What follows belongs to an exercise in optimizing a design on an open flow for small area and a short achievable clock period; a production flow would make more cautious choices. Function was checked by simulation only, so behaviour that the tests miss may differ from the original. Power and IR drop assume default switching activity.

### design/flow/config.mk
export PLATFORM = sky130hd
export DESIGN_NAME = echo_train_gen
export DESIGN_NICKNAME = echo_train_gen
export VERILOG_FILES = /design/flow/design.v
export SDC_FILE = /design/flow/constraint.sdc
export NUM_CORES = 4
export LEC_CHECK = 0
export CAP_MARGIN = 20
export CORE_MARGIN = 2
export CORE_UTILIZATION = 50
export CTS_CLUSTER_DIAMETER = 120
export CTS_CLUSTER_SIZE = 25
export PLACE_DENSITY = 0.8
export SETUP_SLACK_MARGIN = 5
export SLEW_MARGIN = 20
### design/flow/constraint.sdc
create_clock -name core_clock -period 10.5 [get_ports {clk}]
set_input_delay 2.1000 -clock core_clock [delete_from_list [all_inputs] [get_ports {clk}]]
set_output_delay 2.1000 -clock core_clock [all_outputs]
set_load 0.01 [all_outputs]
### design/flow/design.v
module echo_train_gen #(
  parameter int N_ECHO  = 5,
  parameter int DW      = 10,
  parameter int CNT_W   = 16,
  parameter int PERIOD  = 200,
  parameter int NOISE_W = 4
) (
  input  logic                          clk,
  input  logic                          reset,
  input  logic                          start,
  input  logic                          stop,
  input  logic                          mode,
  input  logic                          noise_en,
  input  logic [8*(N_ECHO+1)-1:0]       amp_i,
  input  logic [CNT_W*(N_ECHO+1)-1:0]   delay_i,
  output logic [DW-1:0]                 sum_o,
  output logic [7:0]                    start_o,
  output logic                          busy,
  output logic                          frame_o
);
  localparam int NP = N_ECHO + 1;
  logic             run_q;
  logic             busy_q;    
  logic             last_q;
  logic             first_q;
  logic [7:0]       cnt_q;
  logic [15:0]      lfsr_q;
  logic [DW-1:0]    sum_q;
  logic [7:0]       st_q;
  logic             frame_q;
  logic [7:0]       amp_q [NP];
  logic [7:0]       pos_q [NP];
  logic [7:0]       sb_q  [NP];
  logic [7:0]       h1_q  [NP];
  logic [7:0]       h2_q  [NP];
  logic             hc_q  [NP];
  logic [10:0]      y1_q, y2_q, y3_q;
  logic [7:0]       p0_q;
  logic go, ld;
  assign go = run_q && !stop;
  assign ld = !run_q || last_q;
  logic [7:0] sb_d [NP];
  for (genvar k = 0; k < NP; k++) begin : g_shape
    logic [7:0] u;
    logic       win;
    logic [7:0] s4;
    assign u = pos_q[k];
    assign win = (u[7:4] == 4'd0 && u[3:0] <= 4'd11) || (u[7:2] == 6'h3F);
    localparam logic [127:0] SHAPE4 = 128'h230e0502050e23477cb9ebffebb97c47;
    assign s4 = SHAPE4[8*u[3:0] +: 8];
    assign sb_d[k] = win ? s4 : 8'd0;
  end
  logic [7:0] h1_d [NP];
  logic [7:0] h2_d [NP];
  logic       hc_d [NP];
  for (genvar k = 0; k < NP; k++) begin : g_mul
    etg_mul u_mul (.a(amp_q[k]), .s(sb_q[k]), .h1(h1_d[k]), .h2(h2_d[k]), .hc(hc_d[k]));
  end
  logic [10:0] y1_d, y2_d, y3_d;
  etg_sum u_sum (
    .h1({h1_q[5], h1_q[4], h1_q[3], h1_q[2], h1_q[1], h1_q[0]}),
    .h2({h2_q[5], h2_q[4], h2_q[3], h2_q[2], h2_q[1], h2_q[0]}),
    .hc({hc_q[5], hc_q[4], hc_q[3], hc_q[2], hc_q[1], hc_q[0]}),
    .y1(y1_d), .y2(y2_d), .y3(y3_d));
  logic       v0   [NP];
  for (genvar k = 0; k < NP; k++) begin : g_early
    assign v0[k] = (&pos_q[k]) && amp_q[k][7];
  end
  logic [7:0] sb_in [NP];    
  logic [1:0] h1_in [NP];    
  logic       h2_in [NP];
  logic       hc_in [NP];
  logic [7:0] pos_in [NP];
  always_comb begin
    for (int k = 0; k < NP; k++) begin
      logic [7:0]  a;
      logic [15:0] d;
      logic        hz, d0, d1, d2;
      logic [8:0]  lo5;
      a  = amp_i[8*k +: 8];
      d  = delay_i[CNT_W*k +: CNT_W];
      hz = d[15:2] == 14'd0;
      d0 = hz && d[1:0] == 2'd0;
      d1 = hz && d[1:0] == 2'd1;
      d2 = hz && d[1:0] == 2'd2;
      lo5 = {1'b0, a[5:0], 2'b00} + {1'b0, a};
      sb_in[k]  = d0 ? 8'd14 : d1 ? 8'd5 : d2 ? 8'd2 : 8'd0;
      h1_in[k]  = d0 ? a[7:6] : 2'd0;
      h2_in[k]  = d1 && a[7];
      hc_in[k]  = d0 && lo5[8];
      pos_in[k] = (d[15:8] != 8'd0 || d[7:0] >= 8'(PERIOD)) ? 8'd13 : ~d[7:0];
    end
  end
  logic [2:0] x0;
  logic [4:0] x0n;
  logic s1, c1, s2, c2, s3, c3, s4, c4;
  assign s1 = v0[0] ^ v0[1] ^ v0[2];
  assign c1 = (v0[0] & v0[1]) | (v0[2] & (v0[0] ^ v0[1]));
  assign s2 = v0[3] ^ v0[4] ^ v0[5];
  assign c2 = (v0[3] & v0[4]) | (v0[5] & (v0[3] ^ v0[4]));
  assign s3 = s1 ^ s2 ^ lfsr_q[0];
  assign c3 = (s1 & s2) | (lfsr_q[0] & (s1 ^ s2));
  assign s4 = c1 ^ c2 ^ lfsr_q[1];
  assign c4 = (c1 & c2) | (lfsr_q[1] & (c1 ^ c2));
  assign x0  = {1'b0, c1, s1} + {1'b0, c2, s2};
  assign x0n = {1'b0, lfsr_q[3:2], s4, s3} + {1'b0, c4, c3, 1'b0};
  logic [10:0]   xs, xns;
  logic [DW-1:0] xsat, xnsat;
  assign xs    = y1_q + y2_q + y3_q;
  assign xns   = y1_q + y2_q + y3_q + 11'(lfsr_q[3:0]);
  assign xsat  = first_q ? 10'(x0)  : xs[10]  ? 10'd1023 : xs[9:0];
  assign xnsat = first_q ? 10'(x0n) : xns[10] ? 10'd1023 : xns[9:0];
  always_ff @(posedge clk or posedge reset) begin
    if (reset) begin
      run_q   <= 1'b0;
      busy_q  <= 1'b0;
      lfsr_q  <= 16'hACE1;
      sum_q   <= '0;
      st_q    <= '0;
      frame_q <= 1'b0;
    end else begin
      run_q   <= run_q ? !(stop || (last_q && !mode)) : (start && !stop);
      busy_q  <= busy_q ? !(stop || (last_q && !mode)) : (start && !stop);
      if (run_q) lfsr_q <= {lfsr_q[0] ^ lfsr_q[2] ^ lfsr_q[3] ^ lfsr_q[5], lfsr_q[15:1]};
      sum_q   <= go ? (noise_en ? xnsat : xsat) : 10'd0;
      st_q    <= go ? (first_q ? {7'd0, v0[0]} : p0_q) : 8'd0;
      frame_q <= go && last_q;
    end
  end
  always_ff @(posedge clk) begin
    cnt_q   <= ld ? 8'd0 : cnt_q + 8'd1;
    last_q  <= run_q && cnt_q == 8'(PERIOD - 2);
    first_q <= ld;
    for (int k = 0; k < NP; k++) begin
      if (ld) begin
        amp_q[k] <= amp_i[8*k +: 8];
        pos_q[k] <= pos_in[k];
        sb_q[k]  <= sb_in[k];
        h1_q[k]  <= {6'd0, h1_in[k]};
        h2_q[k]  <= {7'd0, h2_in[k]};
        hc_q[k]  <= hc_in[k];
      end else begin
        pos_q[k] <= pos_q[k] + 8'd1;
        sb_q[k]  <= sb_d[k];
        h1_q[k]  <= h1_d[k];
        h2_q[k]  <= h2_d[k];
        hc_q[k]  <= hc_d[k];
      end
    end
    y1_q <= y1_d;
    y2_q <= y2_d;
    y3_q <= y3_d;
    p0_q <= h1_q[0] + h2_q[0] + {7'd0, hc_q[0]};
  end
  assign sum_o   = sum_q;
  assign start_o = st_q;
  assign frame_o = frame_q;
  assign busy    = busy_q;
endmodule
module etg_mul (input logic [7:0] a, input logic [7:0] s, output logic [7:0] h1, output logic [7:0] h2, output logic hc);
  logic t1, t2, t3, t4, t5, t6, t7, t8, t9, t10, t11, t12, t13, t14, t15, t16;
  logic t17, t18, t19, t20, t21, t22, t23, t24, t25, t26, t27, t28, t29, t30, t31, t32;
  logic t33, t34, t35, t36, t37, t38, t39, t40, t41, t42, t43, t44, t45, t46, t47, t48;
  logic t49, t50, t51, t52, t53, t54, t55, t56, t57, t58, t59, t60, t61, t62, t63, t64;
  logic t65, t66, t67, t68, t69, t70, t71, t72, t73, t74, t75, t76, t77, t78, t79, t80;
  logic t81, t82, t83, t84;
  assign t1 = (a[0] & s[6]) ^ (a[1] & s[5]);
  assign t2 = (a[0] & s[6]) & (a[1] & s[5]);
  assign t3 = (a[0] & s[7]) ^ (a[1] & s[6]) ^ (a[2] & s[5]);
  assign t4 = ((a[0] & s[7]) & (a[1] & s[6])) | ((a[2] & s[5]) & ((a[0] & s[7]) ^ (a[1] & s[6])));
  assign t5 = (a[3] & s[4]) ^ (a[4] & s[3]);
  assign t6 = (a[3] & s[4]) & (a[4] & s[3]);
  assign t7 = (a[1] & s[7]) ^ (a[2] & s[6]) ^ (a[3] & s[5]);
  assign t8 = ((a[1] & s[7]) & (a[2] & s[6])) | ((a[3] & s[5]) & ((a[1] & s[7]) ^ (a[2] & s[6])));
  assign t9 = (a[4] & s[4]) ^ (a[5] & s[3]);
  assign t10 = (a[4] & s[4]) & (a[5] & s[3]);
  assign t11 = (a[2] & s[7]) ^ (a[3] & s[6]) ^ (a[4] & s[5]);
  assign t12 = ((a[2] & s[7]) & (a[3] & s[6])) | ((a[4] & s[5]) & ((a[2] & s[7]) ^ (a[3] & s[6])));
  assign t13 = (a[0] & s[4]) ^ (a[1] & s[3]);
  assign t14 = (a[0] & s[4]) & (a[1] & s[3]);
  assign t15 = (a[0] & s[5]) ^ (a[1] & s[4]) ^ (a[2] & s[3]);
  assign t16 = ((a[0] & s[5]) & (a[1] & s[4])) | ((a[2] & s[3]) & ((a[0] & s[5]) ^ (a[1] & s[4])));
  assign t17 = (a[3] & s[2]) ^ (a[4] & s[1]);
  assign t18 = (a[3] & s[2]) & (a[4] & s[1]);
  assign t19 = t1 ^ (a[2] & s[4]) ^ (a[3] & s[3]);
  assign t20 = (t1 & (a[2] & s[4])) | ((a[3] & s[3]) & (t1 ^ (a[2] & s[4])));
  assign t21 = (a[4] & s[2]) ^ (a[5] & s[1]) ^ (a[6] & s[0]);
  assign t22 = ((a[4] & s[2]) & (a[5] & s[1])) | ((a[6] & s[0]) & ((a[4] & s[2]) ^ (a[5] & s[1])));
  assign t23 = t2 ^ t3 ^ t5;
  assign t24 = (t2 & t3) | (t5 & (t2 ^ t3));
  assign t25 = (a[5] & s[2]) ^ (a[6] & s[1]) ^ (a[7] & s[0]);
  assign t26 = ((a[5] & s[2]) & (a[6] & s[1])) | ((a[7] & s[0]) & ((a[5] & s[2]) ^ (a[6] & s[1])));
  assign t27 = t4 ^ t6 ^ t7;
  assign t28 = (t4 & t6) | (t7 & (t4 ^ t6));
  assign t29 = t9 ^ (a[6] & s[2]) ^ (a[7] & s[1]);
  assign t30 = (t9 & (a[6] & s[2])) | ((a[7] & s[1]) & (t9 ^ (a[6] & s[2])));
  assign t31 = t8 ^ t10 ^ t11;
  assign t32 = (t8 & t10) | (t11 & (t8 ^ t10));
  assign t33 = (a[5] & s[4]) ^ (a[6] & s[3]) ^ (a[7] & s[2]);
  assign t34 = ((a[5] & s[4]) & (a[6] & s[3])) | ((a[7] & s[2]) & ((a[5] & s[4]) ^ (a[6] & s[3])));
  assign t35 = t12 ^ (a[3] & s[7]) ^ (a[4] & s[6]);
  assign t36 = (t12 & (a[3] & s[7])) | ((a[4] & s[6]) & (t12 ^ (a[3] & s[7])));
  assign t37 = (a[5] & s[5]) ^ (a[6] & s[4]) ^ (a[7] & s[3]);
  assign t38 = ((a[5] & s[5]) & (a[6] & s[4])) | ((a[7] & s[3]) & ((a[5] & s[5]) ^ (a[6] & s[4])));
  assign t39 = (a[4] & s[7]) ^ (a[5] & s[6]) ^ (a[6] & s[5]);
  assign t40 = ((a[4] & s[7]) & (a[5] & s[6])) | ((a[6] & s[5]) & ((a[4] & s[7]) ^ (a[5] & s[6])));
  assign t41 = (a[0] & s[3]) ^ (a[1] & s[2]);
  assign t42 = (a[0] & s[3]) & (a[1] & s[2]);
  assign t43 = t13 ^ (a[2] & s[2]) ^ (a[3] & s[1]);
  assign t44 = (t13 & (a[2] & s[2])) | ((a[3] & s[1]) & (t13 ^ (a[2] & s[2])));
  assign t45 = t14 ^ t15 ^ t17;
  assign t46 = (t14 & t15) | (t17 & (t14 ^ t15));
  assign t47 = t16 ^ t18 ^ t19;
  assign t48 = (t16 & t18) | (t19 & (t16 ^ t18));
  assign t49 = t20 ^ t22 ^ t23;
  assign t50 = (t20 & t22) | (t23 & (t20 ^ t22));
  assign t51 = t24 ^ t26 ^ t27;
  assign t52 = (t24 & t26) | (t27 & (t24 ^ t26));
  assign t53 = t28 ^ t30 ^ t31;
  assign t54 = (t28 & t30) | (t31 & (t28 ^ t30));
  assign t55 = t32 ^ t34 ^ t35;
  assign t56 = (t32 & t34) | (t35 & (t32 ^ t34));
  assign t57 = t36 ^ t38 ^ t39;
  assign t58 = (t36 & t38) | (t39 & (t36 ^ t38));
  assign t59 = t40 ^ (a[5] & s[7]) ^ (a[6] & s[6]);
  assign t60 = (t40 & (a[5] & s[7])) | ((a[6] & s[6]) & (t40 ^ (a[5] & s[7])));
  assign t61 = (a[0] & s[2]) ^ (a[1] & s[1]);
  assign t62 = (a[0] & s[2]) & (a[1] & s[1]);
  assign t63 = t41 ^ (a[2] & s[1]) ^ (a[3] & s[0]);
  assign t64 = (t41 & (a[2] & s[1])) | ((a[3] & s[0]) & (t41 ^ (a[2] & s[1])));
  assign t65 = t42 ^ t43 ^ (a[4] & s[0]);
  assign t66 = (t42 & t43) | ((a[4] & s[0]) & (t42 ^ t43));
  assign t67 = t44 ^ t45 ^ (a[5] & s[0]);
  assign t68 = (t44 & t45) | ((a[5] & s[0]) & (t44 ^ t45));
  assign t69 = t46 ^ t47 ^ t21;
  assign t70 = (t46 & t47) | (t21 & (t46 ^ t47));
  assign t71 = t48 ^ t49 ^ t25;
  assign t72 = (t48 & t49) | (t25 & (t48 ^ t49));
  assign t73 = t50 ^ t51 ^ t29;
  assign t74 = (t50 & t51) | (t29 & (t50 ^ t51));
  assign t75 = t52 ^ t53 ^ t33;
  assign t76 = (t52 & t53) | (t33 & (t52 ^ t53));
  assign t77 = t54 ^ t55 ^ t37;
  assign t78 = (t54 & t55) | (t37 & (t54 ^ t55));
  assign t79 = t56 ^ t57 ^ (a[7] & s[4]);
  assign t80 = (t56 & t57) | ((a[7] & s[4]) & (t56 ^ t57));
  assign t81 = t58 ^ t59 ^ (a[7] & s[5]);
  assign t82 = (t58 & t59) | ((a[7] & s[5]) & (t58 ^ t59));
  assign t83 = t60 ^ (a[6] & s[7]) ^ (a[7] & s[6]);
  assign t84 = (t60 & (a[6] & s[7])) | ((a[7] & s[6]) & (t60 ^ (a[6] & s[7])));
  logic [15:0] r1;
  assign r1 = {1'b0, t84, t82, t80, t78, t76, t74, t72, t70, t68, t66, t64, t62, t61, (a[0] & s[1]), (a[0] & s[0])};
  logic [15:0] r2;
  assign r2 = {1'b0, (a[7] & s[7]), t83, t81, t79, t77, t75, t73, t71, t69, t67, t65, t63, (a[2] & s[0]), (a[1] & s[0]), 1'b0};
  logic [8:0] lo;
  logic [3:0] top;
  assign lo  = {1'b0, r1[7:0]} + {1'b0, r2[7:0]};
  assign top = r1[15:12] + r2[15:12];
  assign hc  = lo[8];
  assign h1  = {top, r1[11:8]};
  assign h2  = {4'd0, r2[11:8]};
endmodule
module etg_sum (input logic [47:0] h1, input logic [47:0] h2, input logic [5:0] hc, output logic [10:0] y1, output logic [10:0] y2, output logic [10:0] y3);
  logic t1, t2, t3, t4, t5, t6, t7, t8, t9, t10, t11, t12, t13, t14, t15, t16;
  logic t17, t18, t19, t20, t21, t22, t23, t24, t25, t26, t27, t28, t29, t30, t31, t32;
  logic t33, t34, t35, t36, t37, t38, t39, t40, t41, t42, t43, t44, t45, t46, t47, t48;
  logic t49, t50, t51, t52, t53, t54, t55, t56, t57, t58, t59, t60, t61, t62, t63, t64;
  logic t65, t66, t67, t68, t69, t70, t71, t72, t73, t74, t75, t76, t77, t78, t79, t80;
  logic t81, t82, t83, t84, t85, t86, t87, t88, t89, t90, t91, t92, t93, t94, t95, t96;
  logic t97, t98, t99, t100, t101, t102, t103, t104, t105, t106, t107, t108, t109, t110, t111, t112;
  logic t113, t114, t115, t116, t117, t118, t119, t120;
  assign t1 = h1[0] ^ h2[0] ^ hc[0];
  assign t2 = (h1[0] & h2[0]) | (hc[0] & (h1[0] ^ h2[0]));
  assign t3 = h1[8] ^ h2[8] ^ hc[1];
  assign t4 = (h1[8] & h2[8]) | (hc[1] & (h1[8] ^ h2[8]));
  assign t5 = h1[16] ^ h2[16];
  assign t6 = h1[16] & h2[16];
  assign t7 = h1[1] ^ h2[1] ^ h1[9];
  assign t8 = (h1[1] & h2[1]) | (h1[9] & (h1[1] ^ h2[1]));
  assign t9 = t1 ^ t3 ^ t5;
  assign t10 = (t1 & t3) | (t5 & (t1 ^ t3));
  assign t11 = hc[2] ^ h1[24] ^ h2[24];
  assign t12 = (hc[2] & h1[24]) | (h2[24] & (hc[2] ^ h1[24]));
  assign t13 = t2 ^ t4 ^ t6;
  assign t14 = (t2 & t4) | (t6 & (t2 ^ t4));
  assign t15 = t7 ^ h2[9] ^ h1[17];
  assign t16 = (t7 & h2[9]) | (h1[17] & (t7 ^ h2[9]));
  assign t17 = h2[17] ^ h1[25] ^ h2[25];
  assign t18 = (h2[17] & h1[25]) | (h2[25] & (h2[17] ^ h1[25]));
  assign t19 = t8 ^ h1[2] ^ h2[2];
  assign t20 = (t8 & h1[2]) | (h2[2] & (t8 ^ h1[2]));
  assign t21 = h1[10] ^ h2[10] ^ h1[18];
  assign t22 = (h1[10] & h2[10]) | (h1[18] & (h1[10] ^ h2[10]));
  assign t23 = h2[18] ^ h1[26] ^ h2[26];
  assign t24 = (h2[18] & h1[26]) | (h2[26] & (h2[18] ^ h1[26]));
  assign t25 = h1[34] ^ h2[34];
  assign t26 = h1[34] & h2[34];
  assign t27 = h1[3] ^ h2[3] ^ h1[11];
  assign t28 = (h1[3] & h2[3]) | (h1[11] & (h1[3] ^ h2[3]));
  assign t29 = h2[11] ^ h1[19] ^ h2[19];
  assign t30 = (h2[11] & h1[19]) | (h2[19] & (h2[11] ^ h1[19]));
  assign t31 = h1[27] ^ h2[27] ^ h1[35];
  assign t32 = (h1[27] & h2[27]) | (h1[35] & (h1[27] ^ h2[27]));
  assign t33 = h2[35] ^ h1[43];
  assign t34 = h2[35] & h1[43];
  assign t35 = h1[4] ^ h1[12];
  assign t36 = h1[4] & h1[12];
  assign t37 = t9 ^ t11 ^ hc[3];
  assign t38 = (t9 & t11) | (hc[3] & (t9 ^ t11));
  assign t39 = h1[32] ^ h2[32];
  assign t40 = h1[32] & h2[32];
  assign t41 = t10 ^ t12 ^ t13;
  assign t42 = (t10 & t12) | (t13 & (t10 ^ t12));
  assign t43 = t15 ^ t17 ^ h1[33];
  assign t44 = (t15 & t17) | (h1[33] & (t15 ^ t17));
  assign t45 = h2[33] ^ h1[41];
  assign t46 = h2[33] & h1[41];
  assign t47 = t14 ^ t16 ^ t18;
  assign t48 = (t14 & t16) | (t18 & (t14 ^ t16));
  assign t49 = t19 ^ t21 ^ t23;
  assign t50 = (t19 & t21) | (t23 & (t19 ^ t21));
  assign t51 = t25 ^ h1[42] ^ h2[42];
  assign t52 = (t25 & h1[42]) | (h2[42] & (t25 ^ h1[42]));
  assign t53 = t20 ^ t22 ^ t24;
  assign t54 = (t20 & t22) | (t24 & (t20 ^ t22));
  assign t55 = t26 ^ t27 ^ t29;
  assign t56 = (t26 & t27) | (t29 & (t26 ^ t27));
  assign t57 = t31 ^ t33 ^ h2[43];
  assign t58 = (t31 & t33) | (h2[43] & (t31 ^ t33));
  assign t59 = t28 ^ t30 ^ t32;
  assign t60 = (t28 & t30) | (t32 & (t28 ^ t30));
  assign t61 = t34 ^ t35 ^ h1[20];
  assign t62 = (t34 & t35) | (h1[20] & (t34 ^ t35));
  assign t63 = h1[28] ^ h1[36] ^ h1[44];
  assign t64 = (h1[28] & h1[36]) | (h1[44] & (h1[28] ^ h1[36]));
  assign t65 = t36 ^ h1[5] ^ h1[13];
  assign t66 = (t36 & h1[5]) | (h1[13] & (t36 ^ h1[5]));
  assign t67 = h1[21] ^ h1[29] ^ h1[37];
  assign t68 = (h1[21] & h1[29]) | (h1[37] & (h1[21] ^ h1[29]));
  assign t69 = h1[6] ^ h1[14] ^ h1[22];
  assign t70 = (h1[6] & h1[14]) | (h1[22] & (h1[6] ^ h1[14]));
  assign t71 = h1[7] ^ h1[15];
  assign t72 = h1[7] & h1[15];
  assign t73 = t37 ^ t39 ^ hc[4];
  assign t74 = (t37 & t39) | (hc[4] & (t37 ^ t39));
  assign t75 = t38 ^ t40 ^ t41;
  assign t76 = (t38 & t40) | (t41 & (t38 ^ t40));
  assign t77 = t43 ^ t45;
  assign t78 = t43 & t45;
  assign t79 = t42 ^ t44 ^ t46;
  assign t80 = (t42 & t44) | (t46 & (t42 ^ t44));
  assign t81 = t47 ^ t49 ^ t51;
  assign t82 = (t47 & t49) | (t51 & (t47 ^ t49));
  assign t83 = t48 ^ t50 ^ t52;
  assign t84 = (t48 & t50) | (t52 & (t48 ^ t50));
  assign t85 = t53 ^ t55 ^ t57;
  assign t86 = (t53 & t55) | (t57 & (t53 ^ t55));
  assign t87 = t54 ^ t56 ^ t58;
  assign t88 = (t54 & t56) | (t58 & (t54 ^ t56));
  assign t89 = t59 ^ t61 ^ t63;
  assign t90 = (t59 & t61) | (t63 & (t59 ^ t61));
  assign t91 = t60 ^ t62 ^ t64;
  assign t92 = (t60 & t62) | (t64 & (t60 ^ t62));
  assign t93 = t65 ^ t67 ^ h1[45];
  assign t94 = (t65 & t67) | (h1[45] & (t65 ^ t67));
  assign t95 = t66 ^ t68 ^ t69;
  assign t96 = (t66 & t68) | (t69 & (t66 ^ t68));
  assign t97 = h1[30] ^ h1[38] ^ h1[46];
  assign t98 = (h1[30] & h1[38]) | (h1[46] & (h1[30] ^ h1[38]));
  assign t99 = t70 ^ t71 ^ h1[23];
  assign t100 = (t70 & t71) | (h1[23] & (t70 ^ t71));
  assign t101 = h1[31] ^ h1[39] ^ h1[47];
  assign t102 = (h1[31] & h1[39]) | (h1[47] & (h1[31] ^ h1[39]));
  assign t103 = t73 ^ h1[40];
  assign t104 = t73 & h1[40];
  assign t105 = t74 ^ t75 ^ t77;
  assign t106 = (t74 & t75) | (t77 & (t74 ^ t75));
  assign t107 = t76 ^ t78 ^ t79;
  assign t108 = (t76 & t78) | (t79 & (t76 ^ t78));
  assign t109 = t80 ^ t82 ^ t83;
  assign t110 = (t80 & t82) | (t83 & (t80 ^ t82));
  assign t111 = t84 ^ t86 ^ t87;
  assign t112 = (t84 & t86) | (t87 & (t84 ^ t86));
  assign t113 = t88 ^ t90 ^ t91;
  assign t114 = (t88 & t90) | (t91 & (t88 ^ t90));
  assign t115 = t92 ^ t94 ^ t95;
  assign t116 = (t92 & t94) | (t95 & (t92 ^ t94));
  assign t117 = t96 ^ t98 ^ t99;
  assign t118 = (t96 & t98) | (t99 & (t96 ^ t98));
  assign t119 = t100 ^ t102;
  assign t120 = t100 & t102;
  logic [10:0] r1;
  assign r1 = {1'b0, t120, t118, t116, t114, t112, t110, t108, t106, t104, t103};
  logic [10:0] r2;
  assign r2 = {1'b0, 1'b0, t119, t117, t115, t113, t111, t109, t107, t105, h2[40]};
  logic [10:0] r3;
  assign r3 = {1'b0, 1'b0, t72, t101, t97, t93, t89, t85, t81, h2[41], hc[5]};
  assign y1 = r1;
  assign y2 = r2;
  assign y3 = r3;
endmodule
### design/flow/flow/run.sh
#!/bin/bash
set -euo pipefail
MARGIN=${MARGIN:-7.1}
PORTBUF=${PORTBUF:-sky130_fd_sc_hd__buf_1}
sed -e "s/SETUP_SLACK_MARGIN=[0-9.]*/SETUP_SLACK_MARGIN=$MARGIN/" \
    -e "s/\"\${@:-finish}\"/BUFFER_PORTS_ARGS='-buffer_cell $PORTBUF' \"\${@:-finish}\"/" \
    standard.sh > standard_flow.sh
bash standard_flow.sh > standard.log 2>&1
### design/flow/standard.sh
#!/bin/bash
# synth_recipe.tcl (not shown) runs the flow's synth.tcl, then flattens the netlist and writes it again
# the make line also repeats each setting of config.mk as NAME=value (left out here)
make -C /OpenROAD-flow-scripts/flow DESIGN_CONFIG=/design/flow/config.mk WORK_HOME=/design/flow/orfs CLKGATE_MAP_FILE= SYNTH_SCRIPT=/design/flow/synth_recipe.tcl "${@:-finish}"
==> summary.md, run 1 <==
| Metric | Value |
|---|---|
| Peak VDD IR | 0.0000910 V |
| Main combinational cell family by area after synthesis | adder cells |
| Number of synthesized flops with an enable pin | 48 |
| Post-synthesis register bit count | 305 |
| Initial antenna violation count | 0 |
| Ys flop type | dfxtp_1 |
| GRT Util Overall | 21.3% |
| Setup violations, final | 0 |
| Fraction of layout cells with a size suffix above 1 | 10.8% |
| Most used cell, CP | fa_1 |
| Clk slew on worst S/H paths | 0.10 ns |
| DR WL/cell | 16.2 um |
| Pin count of the biggest net entering global routing | 63 |
| Global-route wire length before repair | 83,500 um |
| Initial DRC count | 930 |
| Cell count after synthesis | 2,311 |
| Via count | 16,685 |
| CP delay by family, top | adder cells |
| Status | finished clean |
| GRT Residual Overflow | 0 |
| Endpoint class of the critical path | flop |
| Crit path buffers/inverters | 2 |
| Number of global-route vias before repair | 17,283 |
| Startpoint Class | flop |
| Count leader, synth | inv_1 |
| Critical-path cell list | and2_4, fa_1, inv_1, fa_1, fa_1, inv_1, fa_1, ha_1, o21ai_1, o22ai_1 |
| Final ANT Viol Nets | 0 |
| Worst EP required | 10.92 ns |
| Seq/Total Area, Yosys | 29.3% |
| Post-layout minimum cycle time | 3.39 ns |
| RSZ-0062 raised after global routing | yes |
| Synth Area in Simple Gates | 16.8% |
| Yosys top cell by area | fa_1 |
| Compound-gate portion of the synthesized area | 8.61% |
| Clk buf depth | 3 |
| Synth warn | 30 |
| Final hold viol count | 0 |
| Layout Nets | 3,129 |
| Async SR Flop Fraction | 12.1% |
| R2R setup slack | 7.11 ns |
| Hold Crit Class | reg -> reg |
| Synth top cells by count | inv_1 (345), fa_1 (284), and2_1 (254) |
| Layout Skew | 0.0286 ns |
| Synth Net Count | 2,932 |
| Rows | 78 |
| PD cells | 94.7 mW/mm2 |
| Post-synthesis cell area | 0.0231 mm2 |
| Synth Area in Adders | 34.7% |
| CP peak stage delay | 0.52 ns |
| Kind of critical path | reg -> reg |
| Area share of the largest cell type after synthesis | 24.6% |
| Xor/xnor share of the synthesized area | 2.64% |
| Slowest cell on crit path | fa_1 |
| Slew Viols, Final | 0 |
| Setup TNS | 0 ns |
| First drt pass iteration count | 5 |
| Distinct cells, synth | 74 |
| Final wirelength | 50,600 um |
| Max_cap viols | 0 |
| Layout overhead on the synthesized area | 11.5% |
| CTS tree | done |
| Gpl congestion | 0.891 |
| CP Max Fanout | 6 |
| Vias/cell | 5.35 |
| IO Port Bufs | 169 |
| Top post-synthesis cells by area | fa_1 (25%), dfxtp_1 (19%), ha_1 (10%) |
| Max transition margin | 52.6% |
| Worst EP arrival | 3.81 ns |
| Hold_buf cts | 0 |
| Die area | 0.0480 mm2 |
| Drt drc | 0 |
| Die H | 219 um |
| Clk root buf | clkbuf_16 |
| Multiplexer share of the synthesized area | 1.59% |
| Syn Area/Cell | 10.0 um2 |
| Post-layout util | 56.7% |
| Clock Sink Count | 305 |
| Core area | 0.0456 mm2 |
| DIE WIDTH | 219 um |
| Final Cycle Share | 32.3% |
| Detailed Place HPWL | 38,500 um |
| H-tree level count | 1 |
| Starting Density | 50.8% |
| # IOs | 170 |
| Worst skew pair latency | 0.52 ns |
| Antenna Cells | 0 |
| Leakage | 12.0 nW |
| Worst-Margin Slew | 0.707 ns |
| CTS buffer count | 16 |
| Fmax | 295 MHz |
## sequential cells by signal (all words and copies together), names as in the netlist, 9 cells and up
signal	flops
amp_q	48
h1_q	48
h2_q	24
lfsr_q	16
pos_q	48
sb_q	48
sum_q	10
y1_q	10
y2_q	9
y3_q	9
## power by group
| group | total [mW] | internal (mW) | switching [mW] |
|---|---|---|---|
| sequential | 1.35 | 1.27 | 0.0874 |
| combinational | 0.387 | 0.183 | 0.204 |
| clock | 0.705 | 0.309 | 0.396 |
## layout by cell type, fill, tap and decap left out, types with 9 or more instances in the layout
cell type,synthesis,routed
o21ai_0,71,61
nor2b_1,27,21
ha_1,187,169
a31oi_1,13,13
a31o_2,14,14
edfxtp_1,48,48
clkbuf_16,0,17
and2_1,254,234
nand3_1,30,30
and3_1,13,10
and2_4,0,20
o21ai_1,2,9
nand2_1,224,223
dfxtp_1,220,191
buf_1,5,169
clkbuf_1,39,9
mux2i_1,11,11
o21bai_1,9,9
nor3_1,19,19
ha_2,0,13
fa_2,0,20
nor2_1,76,73
mux2_2,16,16
inv_2,0,9
a22oi_1,16,16
nand2b_1,27,27
nor4_1,23,18
buf_4,0,51
dfxtp_2,0,26
a21oi_1,53,53
o22ai_1,30,30
inv_1,345,336
a21o_1,31,31
xor2_1,30,30
xnor2_1,38,35
or3_4,0,9
dfrtp_1,29,28
fa_1,284,264
## layer usage
layer | up-vias | wire (um) | global-route usage (%) | part of all wire (%)
met5 | - | 0 | 0 | 0
met4 | 0 | 1520 | 6.13 | 3.0
met3 | 89 | 2530 | 2.87 | 5.0
met2 | 453 | 25400 | 37.3 | 50
met1 | 8280 | 21100 | 27.7 | 42
li1 | 7863 | - | - | -
## through the flow
stage	std cells	power, mW	cell area [um2]	hold slack (ns)	worst slack [ns]
4_1_cts	3096	2.42	25300	0.340	6.93
3_5_place_dp	3039	1.71	24500	0.320	6.70
2_1_floorplan	2311	1.59	23300	0.310	6.97
3_3_place_gp	3039	1.69	24500	0.314	6.81
5_1_grt	3118	2.56	25800	0.354	6.95
6_report	3118	2.45	25800	0.342	7.11
## cell type report
type / count / area, um2
multi-input cells: 1612 / 15400
clock buffers: 26 / 459
well taps: 600 / 751
fillers: 3742 / 19800
clock inverters: 2 / 21.3
repair buffers: 224 / 1060
inverters: 349 / 1320
flip-flops and latches: 305 / 6830
## cell families (layout without fill, tap and decap cells)
kind of cell	after synthesis	after routing
buffers and inverters	394	601
DFF	305	305
AOI/OAI and AO/OA	302	302
xor gates and xnor gates	69	69
and+or+nand+nor	739	739
adders and majority gates	471	471
muxes	31	31
## path summary, 6_finish.rpt
kind / endpoint / cells after the start / start
min: y3_q[1] / 0 / h2_q[5][1]
min in group asynchronous: sum_q[9] / 3 / reset
max: hc_q[5] / 10 / amp_q[5][0]
max in group asynchronous: lfsr_q[0] / 3 / reset
min reg2reg: y3_q[1] / 0 / h2_q[5][1]
max reg2reg: hc_q[5] / 10 / amp_q[5][0]
## timing repair
item / CTS / global route
setup buffers: 29 / 22
pin swaps: 16 / 69
gates resized for setup: 40 / 111
setup endpoints to repair: 37 / 35
==> run 2, diff against run 1 <==
--- a/design/flow/flow/run.sh
+++ b/design/flow/flow/run.sh
@@ -1,5 +1,5 @@
 #!/bin/bash
 set -euo pipefail
-MARGIN=${MARGIN:-7.1}
+MARGIN=${MARGIN:-7.0}
 PORTBUF=${PORTBUF:-sky130_fd_sc_hd__buf_1}
 sed -e "s/SETUP_SLACK_MARGIN=[0-9.]*/SETUP_SLACK_MARGIN=$MARGIN/" \
==> run 2 against run 1 <==
Compared with the run above: still clean; combinational power down 5.4%; synthesized cell count unchanged; final cell count down 0.35%; die area unchanged; sequential cell count unchanged; count of clock-buffer cells in the layout unchanged; clock skew down 0.013 ns; first-iteration DRC count down 16%; utilization down 0.66 points; wire length down 1.6%; hold slack worse by 0.0017 ns.
==> summary.md, run 2 <==
| Metric | Value |
|---|---|
| Top post-synthesis cells by area | fa_1 (25%), dfxtp_1 (19%), ha_1 (10%) (unchanged) |
| CP Max Fanout | 5 (was 6) |
| Peak VDD IR | 0.000110 V (was 0.0000910 V) |
| Drt drc | 0 (unchanged) |
| Final Non-Filler Cells | 3,107 (was 3,118) |
| Clk slew on worst S/H paths | 0.10 ns (about the same) |
| Crit path buffers/inverters | 2 (unchanged) |
| Async SR Flop Fraction | 12.1% (unchanged) |
| Worst Hold Launch | h2_q[5][1] (unchanged) |
| Layout Nets | 3,118 (was 3,129) |
| CTS tree | done (unchanged) |
| Layout overhead on the synthesized area | 10.2% (was 11.5%) |
| Hold endpoint | y3_q[1] (unchanged) |
| IO Port Bufs | 169 (unchanged) |
| Rows | 78 (unchanged) |
| Initial DRC count | 781 (was 930) |
| Synth Area in Simple Gates | 16.8% (unchanged) |
| Max transition margin | 54.1% (was 52.6%) |
| R2R setup slack | 7.07 ns (was 7.11 ns) |
| CP peak stage delay | 0.53 ns (was 0.52 ns) |
| Yosys top cell by area | fa_1 (unchanged) |
| Seq/Total Area, Yosys | 29.3% (unchanged) |
| Count leader, synth | inv_1 (unchanged) |
| Leakage | 12.0 nW (about the same) |
| Startpoint Class | flop (unchanged) |
| Compound-gate portion of the synthesized area | 8.61% (unchanged) |
| R2R depth | 10 (unchanged) |
| Core area | 0.0456 mm2 (unchanged) |
| Die area | 0.0480 mm2 (unchanged) |
| Synth top cells by count | inv_1 (345), fa_1 (284), and2_1 (254) (unchanged) |
| H-tree level count | 1 (unchanged) |
| Commonest non-fill, non-tap cells in the layout | inv_1 (341), fa_1 (273), and2_1 (242) (was inv_1 (336), fa_1 (264), and2_1 (234)) |
| Post-route cell area | 0.0255 mm2 (was 0.0258 mm2) |
| Distinct cells, synth | 74 (unchanged) |
| DIE WIDTH | 219 um (unchanged) |
| First drt pass iteration count | 5 (unchanged) |
| Die H | 219 um (unchanged) |
| Fmax | 292 MHz (was 295 MHz) |
| Area share of the largest cell type after synthesis | 24.6% (unchanged) |
| Xor/xnor share of the synthesized area | 2.64% (unchanged) |
| Setup TNS | 0 ns (unchanged) |
| GRT Util Overall | 21.0% (was 21.3%) |
| PD cells | 95.4 mW/mm2 (was 94.7 mW/mm2) |
| Syn Area/Cell | 10.0 um2 (unchanged) |
| Final wirelength | 49,800 um (was 50,600 um) |
| Clock Sink Count | 305 (unchanged) |
| Layout Skew | 0.0156 ns (was 0.0286 ns) |
| RSZ-0062 raised after global routing | yes (unchanged) |
| Number of synthesized flops with an enable pin | 48 (unchanged) |
| Tot Pwr | 2.43 mW (was 2.45 mW) |
| Final hold viol count | 0 (unchanged) |
| # IOs | 170 (unchanged) |
| CP delay by family, top | adder cells (unchanged) |
| Fraction of layout cells with a size suffix above 1 | 8.30% (was 10.8%) |
| Kind of critical path | reg -> reg (unchanged) |
| Post-synthesis register bit count | 305 (unchanged) |
| Main combinational cell family by area after synthesis | adder cells (unchanged) |
| Setup violations, final | 0 (unchanged) |
| GRT Residual Overflow | 0 (unchanged) |
| Gpl congestion | 0.882 (was 0.891) |
| Commonest non-fill, non-tap cell in the layout | inv_1 (unchanged) |
| Number of global-route vias before repair | 17,044 (was 17,283) |
| Post-synthesis cell area | 0.0231 mm2 (unchanged) |
| Hold Crit Class | reg -> reg (unchanged) |
| Clk buf depth | 3 (unchanged) |
| Multiplexer share of the synthesized area | 1.59% (unchanged) |
| Antenna Cells | 0 (unchanged) |
| CTS buffer count | 16 (unchanged) |
| Global-route wire length before repair | 82,000 um (was 83,500 um) |
| Slowest cell on crit path | fa_1 (unchanged) |
| Slew Viols, Final | 0 (unchanged) |
| Worst-Margin Slew | 0.688 ns (was 0.707 ns) |
| R2R Path End | hc_q[4] (was hc_q[5]) |
| Critical Path Start | amp_q[4][2] (was amp_q[5][0]) |
| Endpoint class of the critical path | flop (unchanged) |
| Dpl cells | 3,039 (unchanged) |
| Detailed Place HPWL | 38,700 um (was 38,500 um) |
| Final Cycle Share | 32.7% (was 32.3%) |
| Via count | 16,571 (was 16,685) |
| Vias/cell | 5.33 (was 5.35) |
| Synth warn | 30 (unchanged) |
| Worst EP arrival | 3.88 ns (was 3.81 ns) |
| Hold_buf cts | 0 (unchanged) |
| Post-layout minimum cycle time | 3.43 ns (was 3.39 ns) |
| Final ANT Viol Nets | 0 (unchanged) |
| Synth Area in Adders | 34.7% (unchanged) |
| Reg-to-Reg Start | amp_q[4][2] (was amp_q[5][0]) |
| Worst EP required | 10.95 ns (was 10.92 ns) |
| Ys flop type | dfxtp_1 (unchanged) |
| Most used cell, CP | fa_1 (unchanged) |
| Levels on crit path | 10 (unchanged) |
| Critical-path cell list | and2_4, fa_1, inv_1, fa_1, fa_1, inv_1, fa_1, ha_4, o21ai_2, o22ai_1 (was and2_4, fa_1, inv_1, fa_1, fa_1, inv_1, fa_1, ha_1, o21ai_1, o22ai_1) |
| Pin count of the biggest net entering global routing | 63 (unchanged) |
| Post-Place Cell Area | 0.0244 mm2 (was 0.0245 mm2) |
| Synth Net Count | 2,932 (unchanged) |
| Initial antenna violation count | 0 (unchanged) |
| Clk root buf | clkbuf_16 (unchanged) |
| Starting Density | 50.8% (unchanged) |
| Status | finished clean (unchanged) |
| DR WL/cell | 16.0 um (was 16.2 um) |
| Hold depth | 0 (unchanged) |
| Cell count after synthesis | 2,311 (unchanged) |
| Max_cap viols | 0 (unchanged) |
| Worst skew pair latency | 0.54 ns (was 0.52 ns) |
-- run 2: cell type report --
cell class,count,area (um2)
clock buffers,26,463
clock inverters,2,22.5
fillers,3781,20100
inverters,349,1320
multi-input cells,1612,15200
flip-flops and latches,305,6820
well taps,600,751
repair buffers,213,985
-- run 2: cells by family after synthesis --
kind of cell,after synthesis
buffers and inverters,394
multiplexers,31
AO/OA/AOI/OAI,302
AND/OR/NAND/NOR,739
adder cells (fa/ha/maj),471
XOR/XNOR,69
flip-flops,305
-- run 2: worst max path at each step --
stage / endpoint / slack (ns)
after floorplan: h1_q[1][0] / 6.97
after global placement: h1_q[0][1] / 6.78
after detailed placement: sum_q[7] / 6.72
after CTS: h1_q[4][6] / 7.00
after global routing: sum_q[2] / 6.88
final: hc_q[4] / 7.07
-- run 2: stage by stage --
step	util [%]	worst slack, ns	hold slack (ns)
after floorplan	-	6.97	0.310
after global placement	53.6	6.78	0.315
after detailed placement	53.6	6.72	0.326
after CTS	55.1	7.00	0.348
after global routing	56.0	6.88	0.349
final	56.0	7.07	0.340
-- run 2: report_power, final --
group	total, mW	switching, mW	internal, mW
clock	0.713	0.400	0.312
combinational	0.366	0.192	0.174
sequential	1.35	0.0893	1.27
-- run 2: repair_timing --
action | 4_1_cts | 5_1_grt
setup buffers | 14 | 26
pin swaps | 5 | 45
gates cloned | 0 | 0
gates resized for setup | 25 | 77
endpoints found under the setup margin | 22 | 33
-- run 2: layer usage --
layer  global-route usage (%)  routed length (um)  vias up  share of wire (%)
met5                        0                   0        -                  0
met4                     6.78                1420        0                2.9
met3                     2.92                2600       89                5.2
met2                     36.7               24700      446                 50
met1                     26.9               21000     8209                 42
li1                         -                   -     7827                  -
==> run 3, diff against run 2 <==
--- a/design/flow/flow/run.sh
+++ b/design/flow/flow/run.sh
@@ -1,5 +1,5 @@
 #!/bin/bash
 set -euo pipefail
-MARGIN=${MARGIN:-7.0}
+MARGIN=${MARGIN:-7.1}
 PORTBUF=${PORTBUF:-sky130_fd_sc_hd__buf_1}
 sed -e "s/SETUP_SLACK_MARGIN=[0-9.]*/SETUP_SLACK_MARGIN=$MARGIN/" \
--- a/design/flow/config.mk
+++ b/design/flow/config.mk
@@ -8,8 +8,8 @@
 export CAP_MARGIN = 20
 export CORE_MARGIN = 2
-export CORE_UTILIZATION = 50
+export CORE_UTILIZATION = 45
 export CTS_CLUSTER_DIAMETER = 120
 export CTS_CLUSTER_SIZE = 25
-export PLACE_DENSITY = 0.8
+export PLACE_DENSITY = 0.75
 export SETUP_SLACK_MARGIN = 5
 export SLEW_MARGIN = 20
==> run 3 against run 2 <==
Compared with the run above: still clean on timing, DRC and antenna; global-route usage down 1.7 points; register-to-register slack hardly changed; synthesized cell count unchanged; sequential power hardly changed; via count down 1.1%; hold slack got worse by 0.0020 ns; total power rose by 1.0%; first-iteration DRC count up 7.3%; clock skew increased by 0.0086 ns; critical path type unchanged; critical endpoint is now sum_q[6]; largest cell class unchanged.
==> summary.md, run 3 <==
| Metric | Value |
|---|---|
| Reg power frac | 55.1% (was 55.7%) |
| DIE WIDTH | 231 um (was 219 um) |
| Clk buf depth | 3 (unchanged) |
| CTS tree | done (unchanged) |
| Layout Skew | 0.0243 ns (was 0.0156 ns) |
| Tot Pwr | 2.46 mW (was 2.43 mW) |
| RSZ-0062 raised after global routing | yes (unchanged) |
| Post-route cell area | 0.0259 mm2 (was 0.0255 mm2) |
| GRT Residual Overflow | 0 (unchanged) |
| Drt drc | 0 (unchanged) |
| Syn Area/Cell | 10.0 um2 (unchanged) |
| Endpoint class of the critical path | flop (unchanged) |
| Final Cycle Share | 32.5% (was 32.7%) |
| Gpl congestion | 0.890 (was 0.882) |
| H-tree level count | 1 (unchanged) |
| Sw power | 0.700 mW (was 0.681 mW) |
| Number of synthesized flops with an enable pin | 48 (unchanged) |
| Leakage | 12.0 nW (about the same) |
| Initial antenna violation count | 1 (was 0) |
| Hold_buf cts | 0 (unchanged) |
| GRT Util Overall | 19.3% (was 21.0%) |
| Synth Net Count | 2,932 (unchanged) |
| Die H | 231 um (was 219 um) |
| Top post-synthesis cells by area | fa_1 (25%), dfxtp_1 (19%), ha_1 (10%) (unchanged) |
| Worst-Margin Slew | 0.723 ns (was 0.688 ns) |
| DR WL/cell | 15.8 um (was 16.0 um) |
| Global-route wire length before repair | 83,600 um (was 82,000 um) |
| Async SR Flop Fraction | 12.1% (unchanged) |
| Post-Place Cell Area | 0.0246 mm2 (was 0.0244 mm2) |
| Via count | 16,395 (was 16,571) |
| Rows | 83 (was 78) |
| Commonest non-fill, non-tap cells in the layout | inv_1 (338), fa_1 (262), and2_1 (237) (was inv_1 (341), fa_1 (273), and2_1 (242)) |
| Distinct cells, synth | 74 (unchanged) |
| Count leader, synth | inv_1 (unchanged) |
| PD cells | 95.0 mW/mm2 (was 95.4 mW/mm2) |
| Layout Nets | 3,121 (was 3,118) |
| Number of global-route vias before repair | 16,962 (was 17,044) |
| # IOs | 170 (unchanged) |
| Fraction of layout cells with a size suffix above 1 | 10.4% (was 8.30%) |
| Status | finished clean (unchanged) |
| Cell internal pwr | 1.76 mW (was 1.75 mW) |
| Setup violations, final | 0 (unchanged) |
| Post-synthesis register bit count | 305 (unchanged) |
| Fmax | 293 MHz (was 292 MHz) |
| Seq/Total Area, Yosys | 29.3% (unchanged) |
| Final wirelength | 50,500 um (was 49,800 um) |
| Synth warn | 30 (unchanged) |
| Combinational share of power | 15.1% (was 15.0%) |
| Die area | 0.0533 mm2 (was 0.0480 mm2) |
| Area share of the largest cell type after synthesis | 24.6% (unchanged) |
| Ys flop type | dfxtp_1 (unchanged) |
| Max transition margin | 51.8% (was 54.1%) |
| Clk slew on worst S/H paths | 0.10 ns (about the same) |
| Startpoint Class | flop (unchanged) |
| Final ANT Viol Nets | 0 (unchanged) |
| Cell count after synthesis | 2,311 (unchanged) |
| Commonest non-fill, non-tap cell in the layout | inv_1 (unchanged) |
| Core area | 0.0511 mm2 (was 0.0456 mm2) |
| Slew Viols, Final | 0 (unchanged) |
| Detailed Place HPWL | 38,900 um (was 38,700 um) |
| Peak VDD IR | 0.0000792 V (was 0.000110 V) |
| Hold Crit Class | reg -> reg (unchanged) |
| Max_cap viols | 0 (unchanged) |
| First drt pass iteration count | 5 (unchanged) |
| CP Max Fanout | 4 (was 5) |
| Final hold viol count | 0 (unchanged) |
| Worst EP arrival | 3.86 ns (was 3.88 ns) |
| Initial DRC count | 838 (was 781) |
| Worst EP required | 10.94 ns (was 10.95 ns) |
| Kind of critical path | reg -> reg (unchanged) |
| Yosys top cell by area | fa_1 (unchanged) |
| Clk root buf | clkbuf_16 (unchanged) |
| Worst hold margin | 0.338 ns (was 0.340 ns) |
| Setup TNS | 0 ns (unchanged) |
| Post-layout minimum cycle time | 3.42 ns (was 3.43 ns) |
| Synth top cells by count | inv_1 (345), fa_1 (284), and2_1 (254) (unchanged) |
| CTS buffer count | 17 (was 16) |
| Clock network power share | 29.8% (was 29.3%) |
| Pin count of the biggest net entering global routing | 66 (was 63) |
| Vias/cell | 5.14 (was 5.33) |
| Post-synthesis cell area | 0.0231 mm2 (unchanged) |
| Starting Density | 45.3% (was 50.8%) |
| IO Port Bufs | 169 (unchanged) |
| Layout overhead on the synthesized area | 11.8% (was 10.2%) |
| Clock Sink Count | 305 (unchanged) |
| Sw Share | 28.5% (was 28.0%) |
| Worst skew pair latency | 0.53 ns (was 0.54 ns) |
[run 3: cell types whose count changed in the layout (fill, tap and decap cells not counted), sizes merged]
cell,previous run,this run
buf,213,215
diode,0,1
inv,348,349
[run 3: what timing repair did]
action                     CTS  global route
cloned                       0             0
resized for setup           51            96
setup endpoints to repair   41            39
pin swaps                   20            59
setup buffers               32            10
[run 3: cell type report]
class / count / area, um2
fillers: 4545 / 25200
multi-input cells: 1612 / 15400
flip-flops and latches: 305 / 6830
inverters: 349 / 1320
repair buffers: 215 / 983
well taps: 680 / 851
clock buffers: 26 / 459
clock inverters: 3 / 48.8
diodes: 1 / 2.50
[run 3: power groups by stage]
stage | Sequential, mW | Clock [mW] | Combinational [mW]
after floorplan | 1.34 | 0 | 0.253
after global placement | 1.38 | 0 | 0.316
after detailed placement | 1.38 | 0 | 0.330
after CTS | 1.35 | 0.757 | 0.358
after global routing | 1.37 | 0.796 | 0.419
final | 1.35 | 0.733 | 0.372
[run 3: stage by stage]
| stage | setup WS (ns) | utilization [%] | std cells |
|---|---|---|---|
| 2_1_floorplan | 6.97 | - | 2311 |
| 3_3_place_gp | 6.76 | 48.2 | 3119 |
| 3_5_place_dp | 6.65 | 48.2 | 3119 |
| 4_1_cts | 6.92 | 49.9 | 3180 |
| 5_1_grt | 6.89 | 50.7 | 3190 |
| 6_report | 7.08 | 50.7 | 3191 |
[run 3: worst paths after layout]
kind | start | end | slack, ns | cells past startpoint
max in group asynchronous | reset | lfsr_q[11] | 8.51 | 3
max | y2_q[1] | sum_q[6] | 7.08 | 14
min | h2_q[5][1] | y3_q[1] | 0.34 | 0
min in group asynchronous | reset | sum_q[7] | 1.63 | 3
min reg2reg | h2_q[5][1] | y3_q[1] | 0.34 | 0
max reg2reg | y2_q[1] | sum_q[6] | 7.08 | 14
[run 3: routing by layer]
layer | vias to the layer above | track usage (%) | part of all wire (%)
met5 | - | 0 | 0
met2 | 371 | 33.5 | 50
met3 | 91 | 2.30 | 4.4
met1 | 8069 | 24.5 | 42
met4 | 0 | 7.44 | 3.4
li1 | 7864 | - | -
[run 3: critical path, stage by stage, from the launching register on]
cell	delay, ns
dfxtp_1	0.34
inv_1	0.05
fa_1	0.44
inv_1	0.07
ha_2	0.20
inv_2	0.05
fa_2	0.53
inv_2	0.05
ha_4	0.28
a21o_1	0.11
a21o_1	0.17
nand4b_4	0.12
nor4_4	0.31
mux2_4	0.35
a221oi_2	0.24
[run 3: logic make-up (layout without fill, tap and decap cells)]
| kind of cell | Yosys count | count (layout) | share of synthesized area (%) |
|---|---|---|---|
| AO/OA/AOI/OAI | 302 | 302 | 8.61 |
| XOR/XNOR | 69 | 69 | 2.64 |
| adder cells (fa/ha/maj) | 471 | 471 | 34.7 |
| buffers and inverters | 394 | 593 | 6.39 |
| flip-flops | 305 | 305 | 29.3 |
| multiplexers | 31 | 31 | 1.59 |
| other | 0 | 1 | 0 |
| AND/OR/NAND/NOR | 739 | 739 | 16.8 |
==> run 4, diff against run 3 <==
--- a/design/flow/config.mk
+++ b/design/flow/config.mk
@@ -8,8 +8,8 @@
 export CAP_MARGIN = 20
 export CORE_MARGIN = 2
-export CORE_UTILIZATION = 45
-export CTS_CLUSTER_DIAMETER = 120
-export CTS_CLUSTER_SIZE = 25
-export PLACE_DENSITY = 0.75
+export CORE_UTILIZATION = 50
+export CTS_CLUSTER_DIAMETER = 100
+export CTS_CLUSTER_SIZE = 30
+export PLACE_DENSITY = 0.8
 export SETUP_SLACK_MARGIN = 5
 export SLEW_MARGIN = 20
==> run 4 against run 3 <==
Compared with the run above: first-iteration DRC count rose by 3.9%; sequential share of layout area barely moved; register-to-register slack improved by 0.03 ns; die area down 9.8%; sequential cell count unchanged; final area grew 0.16%; final cell count fell by 2.3%; still clean on timing, DRC and antenna; via count is 2.0% higher; combinational power grew 3%; non-clock buffer count rose by 13.
==> summary.md, run 4 <==
| Metric | Value |
|---|---|
| Commonest non-fill, non-tap cell in the layout | inv_1 (unchanged) |
| Yosys top cell by area | fa_1 (unchanged) |
| Dpl cells | 3,039 (was 3,119) |
| Setup TNS | 0 ns (unchanged) |
| Leakage | 12.1 nW (was 12.0 nW) |
| Tot Pwr | 2.46 mW (about the same) |
| Post-synthesis register bit count | 305 (unchanged) |
| First drt pass iteration count | 5 (unchanged) |
| Layout overhead on the synthesized area | 12.0% (was 11.8%) |
| Startpoint Class | flop (unchanged) |
| Peak VDD IR | 0.000127 V (was 0.0000792 V) |
| Final ANT Viol Nets | 0 (unchanged) |
| Seq/Total Area, Yosys | 29.3% (unchanged) |
| Worst-Margin Slew | 0.674 ns (was 0.723 ns) |
| Die area | 0.0480 mm2 (was 0.0533 mm2) |
| DIE WIDTH | 219 um (was 231 um) |
| Initial DRC count | 871 (was 838) |
| Status | finished clean (unchanged) |
| Initial antenna violation count | 0 (was 1) |
| Top post-synthesis cells by area | fa_1 (25%), dfxtp_1 (19%), ha_1 (10%) (unchanged) |
| Ys flop type | dfxtp_1 (unchanged) |
| IO Port Bufs | 169 (unchanged) |
| Max_cap viols | 0 (unchanged) |
| # IOs | 170 (unchanged) |
| Synth top cells by count | inv_1 (345), fa_1 (284), and2_1 (254) (unchanged) |
| Area share of the largest cell type after synthesis | 24.6% (unchanged) |
| Setup violations, final | 0 (unchanged) |
| Hold Crit Class | reg -> reg (unchanged) |
| Vias/cell | 5.36 (was 5.14) |
| Pin count of the biggest net entering global routing | 63 (was 66) |
| Synth warn | 30 (unchanged) |
| Final Non-Filler Cells | 3,119 (was 3,191) |
| Worst EP arrival | 3.81 ns (was 3.86 ns) |
| Number of global-route vias before repair | 17,340 (was 16,962) |
| Core area | 0.0456 mm2 (was 0.0511 mm2) |
| # fillers | 3,712 (was 4,545) |
| Die H | 219 um (was 231 um) |
| CTS tree | done (unchanged) |
| Syn Area/Cell | 10.0 um2 (unchanged) |
| Fraction of layout cells with a size suffix above 1 | 11.3% (was 10.4%) |
| Detailed Place HPWL | 38,500 um (was 38,900 um) |
| Synth Net Count | 2,932 (unchanged) |
| R2R depth | 10 (was 14) |
| Rows | 78 (was 83) |
| Clk root buf | clkbuf_16 (unchanged) |
| Clk slew on worst S/H paths | 0.12 ns (was 0.10 ns) |
| Register area | 0.00684 mm2 (was 0.00683 mm2) |
| Post-layout minimum cycle time | 3.38 ns (was 3.42 ns) |
| Commonest non-fill, non-tap cells in the layout | inv_1 (338), fa_1 (263), and2_1 (233) (was inv_1 (338), fa_1 (262), and2_1 (237)) |
| Global-route wire length before repair | 83,700 um (was 83,600 um) |
| Via count | 16,731 (was 16,395) |
| Post-synthesis cell area | 0.0231 mm2 (unchanged) |
| DR WL/cell | 16.2 um (was 15.8 um) |
| Count leader, synth | inv_1 (unchanged) |
| Fmax | 295 MHz (was 293 MHz) |
| CTS buffer count | 15 (was 17) |
| Number of synthesized flops with an enable pin | 48 (unchanged) |
| RSZ-0062 raised after global routing | yes (unchanged) |
| Clk buf depth | 3 (unchanged) |
| Kind of critical path | reg -> reg (unchanged) |
| Worst EP required | 10.92 ns (was 10.94 ns) |
| PD cells | 94.8 mW/mm2 (was 95.0 mW/mm2) |
| Final Cycle Share | 32.2% (was 32.5%) |
| H-tree level count | 1 (unchanged) |
| Async SR Flop Fraction | 12.1% (unchanged) |
| Gpl congestion | 0.891 (was 0.890) |
| CP Max Fanout | 6 (was 4) |
| GRT Residual Overflow | 0 (unchanged) |
| Max transition margin | 55.1% (was 51.8%) |
| Footprint of the multi-input gates | 0.0154 mm2 (about the same) |
| Slew Viols, Final | 0 (unchanged) |
| Worst skew pair latency | 0.52 ns (was 0.53 ns) |
| Final wirelength | 50,500 um (about the same) |
| Clock Sink Count | 305 (unchanged) |
| Starting Density | 50.8% (was 45.3%) |
| Layout Skew | 0.0239 ns (was 0.0243 ns) |
| Drt drc | 0 (unchanged) |
| GRT Util Overall | 21.4% (was 19.3%) |
| Distinct cells, synth | 74 (unchanged) |
| Hold depth | 0 (unchanged) |
| Final hold viol count | 0 (unchanged) |
| Antenna Cells | 0 (was 1) |
| Endpoint class of the critical path | flop (unchanged) |
| Cell count after synthesis | 2,311 (unchanged) |
| Layout Nets | 3,132 (was 3,121) |
## run 4: cell counts after synthesis
Identical to the previous run, type by type.
## run 4: cells by family after synthesis
logic type | synth area share (%)
buffers and inverters | 6.39
muxes | 1.59
xor gates and xnor gates | 2.64
AOI/OAI and AO/OA | 8.61
and+or+nand+nor | 16.8
DFF | 29.3
adders and majority gates | 34.7
## run 4: worst max-delay path: stages (launching register included)
cell and delay [ns]:
edfxtp_1 0.51, and2_4 0.19, fa_1 0.52, inv_1 0.05
fa_1 0.47, fa_1 0.51, inv_1 0.06, fa_1 0.45
ha_1 0.30, o21ai_1 0.13, o22ai_1 0.09
## run 4: final cells by class
| type | count | area share [%] |
|---|---|---|
| clock buffers | 19 | 1.59 |
| flip-flops and latches | 305 | 26.4 |
| multi-input cells | 1612 | 59.5 |
| clock inverters | 6 | 0.333 |
| well taps | 600 | 2.90 |
| inverters | 349 | 5.08 |
| repair buffers | 228 | 4.23 |
## run 4: path summary, 6_finish.rpt
check	start	end	slack, ns
max in group asynchronous	reset	lfsr_q[11]	8.50
worst max register to register	amp_q[5][0]	hc_q[5]	7.12
min in group asynchronous	reset	sum_q[0]	1.64
worst max-delay path	amp_q[5][0]	hc_q[5]	7.12
worst min-delay path	h2_q[5][1]	y3_q[1]	0.34
worst min register to register	h2_q[5][1]	y3_q[1]	0.34
## run 4: routing by layer
| layer | vias up | track usage (%) | part of all wire (%) |
|---|---|---|---|
| li1 | 7871 | - | - |
| met1 | 8339 | 27.9 | 42 |
| met2 | 440 | 37.7 | 51 |
| met3 | 81 | 2.31 | 4.6 |
| met4 | 0 | 5.83 | 2.7 |
| met5 | - | 0 | 0 |
## run 4: report_power, final
group / total (mW) / leakage, nW / switching, mW / internal [mW]
logic: 0.383 / 9.08 / 0.203 / 0.180
clock network: 0.721 / 0.243 / 0.403 / 0.319
registers: 1.35 / 2.73 / 0.0864 / 1.27
## run 4: timing repair
| item | in CTS | in global routing |
|---|---|---|
| gates resized for setup | 73 | 92 |
| pin swaps | 17 | 63 |
| buffers inserted | 31 | 24 |
| setup endpoints to repair | 40 | 36 |
| gates cloned | 0 | 0 |
| hold buffers | 0 | 0 |
## run 4: stage by stage
step / util (%) / setup WS [ns] / area, um2 / hold WS [ns]
after floorplan: - / 6.97 / 23300 / 0.310
after detailed placement: 53.8 / 6.70 / 24500 / 0.320
after global placement: 53.8 / 6.81 / 24500 / 0.314
after CTS: 55.9 / 7.08 / 25500 / 0.343
after global routing: 56.9 / 6.93 / 25900 / 0.355
final: 56.9 / 7.12 / 25900 / 0.345
==> run 5, diff against run 4 <==
--- a/design/flow/flow/run.sh
+++ b/design/flow/flow/run.sh
@@ -1,5 +1,5 @@
 #!/bin/bash
 set -euo pipefail
-MARGIN=${MARGIN:-7.1}
+MARGIN=${MARGIN:-7.2}
 PORTBUF=${PORTBUF:-sky130_fd_sc_hd__buf_1}
 sed -e "s/SETUP_SLACK_MARGIN=[0-9.]*/SETUP_SLACK_MARGIN=$MARGIN/" \
==> run 5 against run 4 <==
Compared with the run above: global-route usage rose by 0.73 points; sequential cell count did not move; non-clock buffer count rose by 7; clock skew barely moved; critical path depth rose by 4; hold slack got worse by 0.0094 ns; synthesized area did not move; critical path type unchanged.
==> summary.md, run 5 <==
| Metric | Value |
|---|---|
| Worst skew pair latency | 0.54 ns (was 0.52 ns) |
| Clk buf depth | 3 (unchanged) |
| DR WL/cell | 16.6 um (was 16.2 um) |
| IO Port Bufs | 169 (unchanged) |
| Top post-synthesis cells by area | fa_1 (25%), dfxtp_1 (19%), ha_1 (10%) (unchanged) |
| Hold Crit Class | reg -> reg (unchanged) |
| RSZ-0062 raised after global routing | yes (unchanged) |
| Initial DRC count | 901 (was 871) |
| Final Cycle Share | 32.2% (about the same) |
| Hold depth | 0 (unchanged) |
| Fmax | 296 MHz (was 295 MHz) |
| Slew Viols, Final | 0 (unchanged) |
| Distinct cells, synth | 74 (unchanged) |
| Seq/Total Area, Yosys | 29.3% (unchanged) |
| Starting Density | 50.8% (unchanged) |
| Post-synthesis register bit count | 305 (unchanged) |
| Via count | 16,958 (was 16,731) |
| Max_cap viols | 0 (unchanged) |
| Worst-Margin Slew | 0.756 ns (was 0.674 ns) |
| Startpoint Class | flop (unchanged) |
| Status | finished clean (unchanged) |
| GRT Util Overall | 22.1% (was 21.4%) |
| Routing usage on met2 | 38.9% (was 37.7%) |
| Vias/cell | 5.42 (was 5.36) |
| Global routing's busiest layer | met2 (unchanged) |
| H-tree level count | 1 (unchanged) |
| Initial antenna violation count | 0 (unchanged) |
| Final ANT Viol Nets | 0 (unchanged) |
| Clk slew on worst S/H paths | 0.10 ns (was 0.12 ns) |
| Commonest non-fill, non-tap cell in the layout | inv_1 (unchanged) |
| Global-route wire length before repair | 86,200 um (was 83,700 um) |
| Worst EP arrival | 3.84 ns (was 3.81 ns) |
| Die H | 219 um (unchanged) |
| Synth warn | 30 (unchanged) |
| Detailed Place HPWL | 39,200 um (was 38,500 um) |
| Rows | 78 (unchanged) |
| Antenna Cells | 0 (unchanged) |
| Kind of critical path | reg -> reg (unchanged) |
| Area share of the largest cell type after synthesis | 24.6% (unchanged) |
| Commonest non-fill, non-tap cells in the layout | inv_1 (328), fa_1 (249), and2_1 (231) (was inv_1 (338), fa_1 (263), and2_1 (233)) |
| Final wirelength | 52,000 um (was 50,500 um) |
| Setup TNS | 0 ns (unchanged) |
| Fraction of layout cells with a size suffix above 1 | 13.1% (was 11.3%) |
| Max transition margin | 49.4% (was 55.1%) |
| Post-layout minimum cycle time | 3.38 ns (about the same) |
| Ys flop type | dfxtp_1 (unchanged) |
| R2R depth | 14 (was 10) |
| Layout Nets | 3,140 (was 3,132) |
| Layout Skew | 0.0242 ns (was 0.0239 ns) |
| Peak VDD IR | 0.0000966 V (was 0.000127 V) |
| CTS tree | done (unchanged) |
| Pin count of the biggest net entering global routing | 64 (was 63) |
| First drt pass iteration count | 5 (unchanged) |
| Cell count after synthesis | 2,311 (unchanged) |
| Synth Net Count | 2,932 (unchanged) |
| Core area | 0.0456 mm2 (unchanged) |
| Syn Area/Cell | 10.0 um2 (unchanged) |
| Worst hold margin | 0.335 ns (was 0.345 ns) |
| PD cells | 96.1 mW/mm2 (was 94.8 mW/mm2) |
| M1 GR Usage | 27.4% (was 27.9%) |
| Clock Sink Count | 305 (unchanged) |
| Gpl congestion | 0.883 (was 0.891) |
| Clk root buf | clkbuf_16 (unchanged) |
| Worst EP required | 10.96 ns (was 10.92 ns) |
| Yosys top cell by area | fa_1 (unchanged) |
| Number of global-route vias before repair | 17,942 (was 17,340) |
| # fillers | 3,645 (was 3,712) |
| Layout overhead on the synthesized area | 13.2% (was 12.0%) |
| Setup violations, final | 0 (unchanged) |
| Synth top cells by count | inv_1 (345), fa_1 (284), and2_1 (254) (unchanged) |
| GRT Residual Overflow | 0 (unchanged) |
| Async SR Flop Fraction | 12.1% (unchanged) |
| Endpoint class of the critical path | flop (unchanged) |
| Count leader, synth | inv_1 (unchanged) |
| CTS buffer count | 16 (was 15) |
| # IOs | 170 (unchanged) |
| Post-synthesis cell area | 0.0231 mm2 (unchanged) |
| Leakage | 12.1 nW (about the same) |
| Die area | 0.0480 mm2 (unchanged) |
| CP Max Fanout | 5 (was 6) |
| Number of synthesized flops with an enable pin | 48 (unchanged) |
| GRT met3 Usage | 3.31% (was 2.31%) |
| DIE WIDTH | 219 um (unchanged) |
| Drt drc | 0 (unchanged) |
| Final hold viol count | 0 (unchanged) |
## run 5: cell counts after synthesis
Identical to the previous run, type by type.
## run 5: timing repair
item / in CTS / in global routing
hold buffers: 0 / 0
setup buffers: 42 / 19
gates resized for setup: 102 / 102
setup endpoints to repair: 42 / 53
pin swaps: 56 / 64
## run 5: cell families after synthesis
logic type | Yosys count | synth area share (%)
xor+xnor | 69 | 2.64
buf+inv | 394 | 6.39
compound gates | 302 | 8.61
simple gates | 739 | 16.8
fa+ha+maj | 471 | 34.7
flops | 305 | 29.3
mux | 31 | 1.59
## run 5: area by class of cell
type                            instances  area [um2]  share of cell area, %
Timing Repair Buffer                  235        1180                   4.49
Multi-Input combinational cell       1612       15500                   59.3
Sequential cell                       305        6840                   26.1
Inverter                              349        1310                   5.01
Clock buffer                           22         485                   1.85
Tap cell                              600         751                   2.87
Clock inverter                          6        96.3                  0.368
## run 5: report_power, final
part	internal (mW)	total (mW)	switching, mW	leakage [nW]
sequential	1.27	1.35	0.0863	2.74
clock	0.348	0.780	0.431	0.282
combinational	0.181	0.385	0.204	9.09
total	1.80	2.52	0.722	12.1
## run 5: worst max-delay path: stages, from the launching register on
cell and delay, ns:
dfxtp_4 0.38, ha_4 0.16, and3_4 0.20, nand4_1 0.30, fa_2 0.66, inv_1 0.06
fa_2 0.33, ha_2 0.20, inv_1 0.07, fa_1 0.41, nand2_1 0.07, o21ai_0 0.09
a21oi_1 0.15, o21ai_1 0.10, a21oi_1 0.12
## run 5: worst paths after layout
check / start / endpoint / slack [ns]
max: pos_q[3][0] / sum_q[2] / 7.12
min: h2_q[5][1] / y3_q[1] / 0.34
max in group asynchronous: reset / run_q / 8.47
max reg2reg: pos_q[3][0] / sum_q[2] / 7.12
min reg2reg: h2_q[5][1] / y3_q[1] / 0.34
min in group asynchronous: reset / sum_q[8] / 1.65
## run 5: layer usage
layer  up-vias  routed length [um]
met2       469               26100
met5         -                   0
met3       110                2710
met4         0                1860
met1      8489               21300
li1       7890                   -
## run 5: per-stage QoR
step / cell area, um2 / worst slack, ns / total power [mW] / util, % / instances
after detailed placement: 24600 / 6.70 / 1.72 / 53.9 / 3040
final: 26200 / 7.12 / 2.52 / 57.5 / 3129
after CTS: 25700 / 7.02 / 2.52 / 56.5 / 3110
after global routing: 26200 / 6.91 / 2.64 / 57.5 / 3129
after floorplan: 23300 / 6.97 / 1.59 / - / 2311
after global placement: 24600 / 6.80 / 1.69 / 53.9 / 3040

==> separate check: timing with driven ports <==
Ports are ideal in the flow. The routed layouts listed here were re-timed in OpenROAD.
Step 1: set_driving_cell puts a clkbuf_16 on clk and a buf_2 on each other input, an assumption about the parent block.
Step 2, shift: input delay + t, output delay - t, t = (earliest + latest rising clock arrival at the registers) / 2. This alone moves slack from input paths to output paths.
Slacks: no drivers / after step 1 / after step 2; pairs: no drivers / after step 1.
run	t (ns)	setup WS [ns]
run 1	0.566	7.111 / 7.111 / 6.614
run 2	0.581	7.071 / 7.071 / 6.676
run 3	0.577	7.085 / 7.085 / 6.775
run 4	0.569	7.116 / 7.116 / 6.640
run 5	0.591	7.122 / 7.122 / 6.763
After both steps every run listed still meets setup and hold.
